Context: an optimization exercise on an open-source flow, tuned for small area and a short achievable clock period. The choices shown serve that exercise and are no tape-out recipe. Power is estimated from default activity; no workload was simulated.

// spi_ram_slave_burst
module spi_ram_slave_burst #(
  parameter int DATA_WIDTH = 8,
  parameter int ADDR_WIDTH = 8,
  parameter bit BURST_EN   = 1'b1
) (
  input  logic clk,
  input  logic rst_n,
  input  logic SS_n,
  input  logic MOSI,
  output logic MISO
);
  logic       idle_q;    
  logic       c1_q;      
  logic       c0_q;      
  logic       data_q;    
  logic [2:0] cnt_q;     
  logic [1:0] cmd_q;
  logic       cmp_q;     
  logic [7:0] rx_q;      
  logic [7:1] tx_q;      
  logic       miso_q;
  logic [7:0] wr_addr_q;
  logic       rst_seen_q;  
  assign MISO = miso_q;
  wire last_bit  = data_q && (cnt_q == 3'd7);
  wire act_waddr = cmp_q && (cmd_q == 2'b00);
  wire act_wdata = cmp_q && (cmd_q == 2'b01);
  wire act_raddr = cmp_q && (cmd_q == 2'b10);
  wire act_rd    = cmp_q && (cmd_q == 2'b11);
  wire act_rdata = act_rd && !SS_n;
  wire ld_next   = last_bit && (cmd_q == 2'b11);
  logic [7:0]    t_q;        
  logic [2047:0] ring_q;     
  logic       wpend_q;
  logic [7:0] wbuf_q;
  logic [7:0] ws_q;
  logic       wnow_q;
  logic [7:0] whi_q;
  logic [3:0] wlo_q;
  logic [7:0] rs_q;
  logic       cat_q;
  logic [7:0] chi_q;
  logic [3:0] clo_q;
  logic [7:0] pf_q;
  logic [7:0] tap_word;
  always_comb begin
    tap_word = '0;
    for (int p = 0; p < 32; p++)
      tap_word = tap_word | (ring_q[64*p +: 8] & {8{chi_q[p/4] && clo_q[p%4]}});
  end
  logic [2047:0] ring_d;
  always_comb begin
    ring_d = {ring_q[2039:0], ring_q[2047:2040]};
    for (int p = 0; p < 32; p++)
      if (wnow_q && whi_q[p/4] && wlo_q[p%4]) ring_d[64*p +: 8] = wbuf_q;
  end
  logic       wpend_d;
  logic [7:0] ws_d;
  always_comb begin
    if (act_wdata) begin
      wpend_d = 1'b1;
      ws_d    = wr_addr_q + t_q + 8'd2;
    end else begin
      wpend_d = wpend_q && !wnow_q;
      ws_d    = ws_q + 8'd1;
    end
  end
  logic [7:0] rs_d, cs_d;
  always_comb begin
    if (rst_seen_q)     rs_d = t_q + 8'd1;
    else if (act_raddr) rs_d = rx_q + t_q + 8'd1;
    else if (act_rdata) rs_d = rs_q + 8'd2;
    else                rs_d = rs_q + 8'd1;
    cs_d = rs_d + {7'd0, ld_next};
  end
  function automatic logic [7:0] dec3(input logic [2:0] v);
    dec3 = 8'd1 << v;
  endfunction
  ...
Size: about 3,100 cells after synthesis, about 2,200 flip-flops, ~5 I/O pins, roughly 0.050 mm^2 of cells after synthesis.
==> flow/config.mk <==
export PLATFORM = sky130hd
export DESIGN_NAME = spi_ram_slave_burst
export DESIGN_NICKNAME = spi_ram_slave_burst
export VERILOG_FILES = /design/flow/design.v
export SDC_FILE = /design/flow/constraint.sdc
export NUM_CORES = 4
export LEC_CHECK = 0
export ABC_CLOCK_PERIOD_IN_PS = 2200
export CAP_MARGIN = 20
export CORE_MARGIN = 2
export CORE_UTILIZATION = 40
export CTS_CLUSTER_DIAMETER = 120
export CTS_CLUSTER_SIZE = 30
export SETUP_SLACK_MARGIN = 2.2
export SLEW_MARGIN = 20
==> flow/constraint.sdc <==
create_clock -name core_clock -period 4.4 [get_ports {clk}]
set_input_delay 0.8800 -clock core_clock [delete_from_list [all_inputs] [get_ports {clk}]]
set_output_delay 0.8800 -clock core_clock [all_outputs]
set_load 0.01 [all_outputs]
run.sh (not shown) runs the stock make flow with config.mk's settings and CLKGATE_MAP_FILE= SYNTH_SCRIPT=/design/flow/synth_recipe.tcl, a recipe that flattens the netlist after the stock synthesis.
==> next run, changes <==
Settings changed: CTS_CLUSTER_DIAMETER 120 to unset, CTS_CLUSTER_SIZE 30 to unset.
Result: Area after synthesis does not change; clock power came out higher by 89%; synthesized cell count does not change; clock-buffer cell count came out higher by 191; maximum frequency hardly moves; wire length came out higher by 4.3%; worst setup slack hardly moves; register-to-register slack stays flat; global-route usage came out higher by 0.78 points; design area came out higher by 8.1%.
Function was not checked in any run of this note: the RTL went through the layout flow alone.

v13:
The RTL this note starts from:
==> flow/design.v <==
module spi_ram_slave_burst #(
  parameter int DATA_WIDTH = 8,
  parameter int ADDR_WIDTH = 8,
  parameter bit BURST_EN   = 1'b1
) (
  input  logic clk,
  input  logic rst_n,
  input  logic SS_n,
  input  logic MOSI,
  output logic MISO
);
  logic       idle_q;    
  logic       c1_q;      
  logic       c0_q;      
  logic       data_q;    
  logic [2:0] cnt_q;     
  logic [1:0] cmd_q;
  logic       cmp_q;     
  logic [7:0] rx_q;      
  logic [7:1] tx_q;      
  logic       miso_q;
  logic [7:0] wr_addr_q;
  logic [7:0] rd_addr_q;
  assign MISO = miso_q;
  wire last_bit  = data_q && (cnt_q == 3'd7);
  wire act_waddr = cmp_q && (cmd_q == 2'b00);
  wire act_wdata = cmp_q && (cmd_q == 2'b01);
  wire act_raddr = cmp_q && (cmd_q == 2'b10);
  wire act_rd    = cmp_q && (cmd_q == 2'b11);
  wire act_rdata = act_rd && !SS_n;
  logic [7:0]    t_q;        
  logic [2047:0] ring_q;     
  logic       wpend_q;
  logic [7:0] wbuf_q;
  logic [7:0] ws_q;
  logic [7:0] cs_q;
  logic [7:0] pf_q;
  wire do_wr = wpend_q && (ws_q[2:0] == 3'd0);
  wire rd_at = (cs_q[2:0] == 3'd0);
  logic [7:0] tap_word;
  always_comb begin
    tap_word = '0;
    for (int p = 0; p < 32; p++)
      tap_word = tap_word | (ring_q[64*p +: 8] & {8{cs_q[7:3] == 5'(p)}});
  end
  wire ld_next = last_bit && (cmd_q == 2'b11);
  wire [7:0] ra_base = act_raddr ? rx_q : rd_addr_q;
  wire       ra_inc  = act_rd || ld_next;
  logic [2047:0] ring_d;
  always_comb begin
    ring_d = {ring_q[2039:0], ring_q[2047:2040]};
    for (int p = 0; p < 32; p++)
      if (do_wr && ws_q[7:3] == 5'(p)) ring_d[64*p +: 8] = wbuf_q;
  end
  always_ff @(posedge clk) begin
    t_q  <= t_q + 8'd1;
    rx_q <= {rx_q[6:0], MOSI};
    ring_q <= ring_d;
    if (act_wdata) begin
      wpend_q <= 1'b1;
      wbuf_q  <= rx_q;
      ws_q    <= wr_addr_q + t_q + 8'd2;
    end else begin
      if (do_wr) wpend_q <= 1'b0;
      ws_q <= ws_q + 8'd1;
    end
    cs_q <= ra_base + t_q + 8'd1 + {7'd0, ra_inc};
    if (rd_at) pf_q <= tap_word;
  end
  always_ff @(posedge clk or negedge rst_n) begin
    if (!rst_n) begin
      idle_q    <= 1'b1;
      c1_q      <= 1'b0;
      c0_q      <= 1'b0;
      data_q    <= 1'b0;
      cnt_q     <= '0;
      cmd_q     <= '0;
      cmp_q     <= 1'b0;
      tx_q      <= '0;
      miso_q    <= 1'b0;
      wr_addr_q <= '0;
      rd_addr_q <= '0;
    end else begin
      if (act_waddr) wr_addr_q <= rx_q;
      if (act_wdata) wr_addr_q <= wr_addr_q + 8'd1;
      if (act_raddr) rd_addr_q <= rx_q;
      if (act_rdata) rd_addr_q <= rd_addr_q + 8'd1;
      if (SS_n) begin
        miso_q <= 1'b0;
        tx_q   <= '0;
      end else if (act_rdata) begin
        miso_q <= pf_q[7];
        tx_q   <= pf_q[6:0];
      end else begin
        miso_q <= tx_q[7];
        tx_q   <= {tx_q[6:1], 1'b0};
      end
      cmp_q <= !SS_n && last_bit;
      if (SS_n) begin
        idle_q <= 1'b1;
        c1_q   <= 1'b0;
        c0_q   <= 1'b0;
        data_q <= 1'b0;
      end else begin
        idle_q <= 1'b0;
        c1_q   <= idle_q;
        c0_q   <= c1_q;
        if (c1_q) cmd_q[1] <= MOSI;
        if (c0_q) begin
          cmd_q[0] <= MOSI;
          data_q   <= 1'b1;
          cnt_q    <= '0;
        end else if (data_q) begin
          cnt_q <= cnt_q + 3'd1;
          if (cnt_q == 3'd7 && !cmd_q[0]) data_q <= 1'b0;
        end
      end
    end
  end
endmodule
clock: 4.4 ns
lec_check: 0
abc_clock_period_in_ps: 2400
cap_margin: 20
core_margin: 2
core_utilization: 40
setup_slack_margin: 2.0
slew_margin: 20
Input changes introduced in v11 (baseline for comparison: v13):
- CTS_CLUSTER_SIZE: unset -> 30
- CTS_BUF_LIST: unset -> sky130_fd_sc_hd__clkbuf_4 sky130_fd_sc_hd__clkbuf_8
Results
Summary of v11 over v13: wire length rose by 0.48%, hold buffer count at cts rose by 1. Lower fmax among v13 and v11: v13. Of v13 and v11, the higher share of layout cells above drive strength 1 belongs to v11. Compared with v13, v11 shows a lower buffer count from post-CTS setup fixing.
No run of this note included a check of the RTL's function; only the layout flow was run.

==> static timing again, ports no longer ideal <==
Ports are ideal in the flow. The routed layouts listed here were re-timed in OpenROAD. Step 1: set_driving_cell puts a clkbuf_16 on clk and a buf_2 on each other input, an assumption about the parent block. Step 2 times the ports against the registers' clock, not the clock port: input delays grow and output delays shrink by t, the midpoint of the rising clock arrivals with the driver on. Three values: no drivers, after step 1, after step 2; two values: the first two.
| run | t, ns | slack for setup (ns) | clock arrival spread, ns | worst register clock-pin slew, ns | pins driven straight from the clock port |
|---|---|---|---|---|---|
| the first run of note 1 | 0.743 | 1.781 / 1.781 / 1.154 | 0.040 / 0.040 | 0.12 / 0.12 | 1 |
| the second run of note 1 | 0.833 | 1.781 / 1.781 / 1.119 | 0.033 / 0.033 | 0.07 / 0.07 | 1 |
| v13 | 0.847 | 1.799 / 1.799 / 1.714 | 0.032 / 0.032 | 0.07 / 0.07 | 1 |
| v11 | 0.979 | 1.869 / 1.869 / 1.704 | 0.083 / 0.083 | 0.07 / 0.07 | 1 |
After both steps every run listed still meets setup and hold. For the second run of note 1, which loses most, drivers alone change the setup slack by 0.000 ns; drivers and shift together by -0.662 ns.
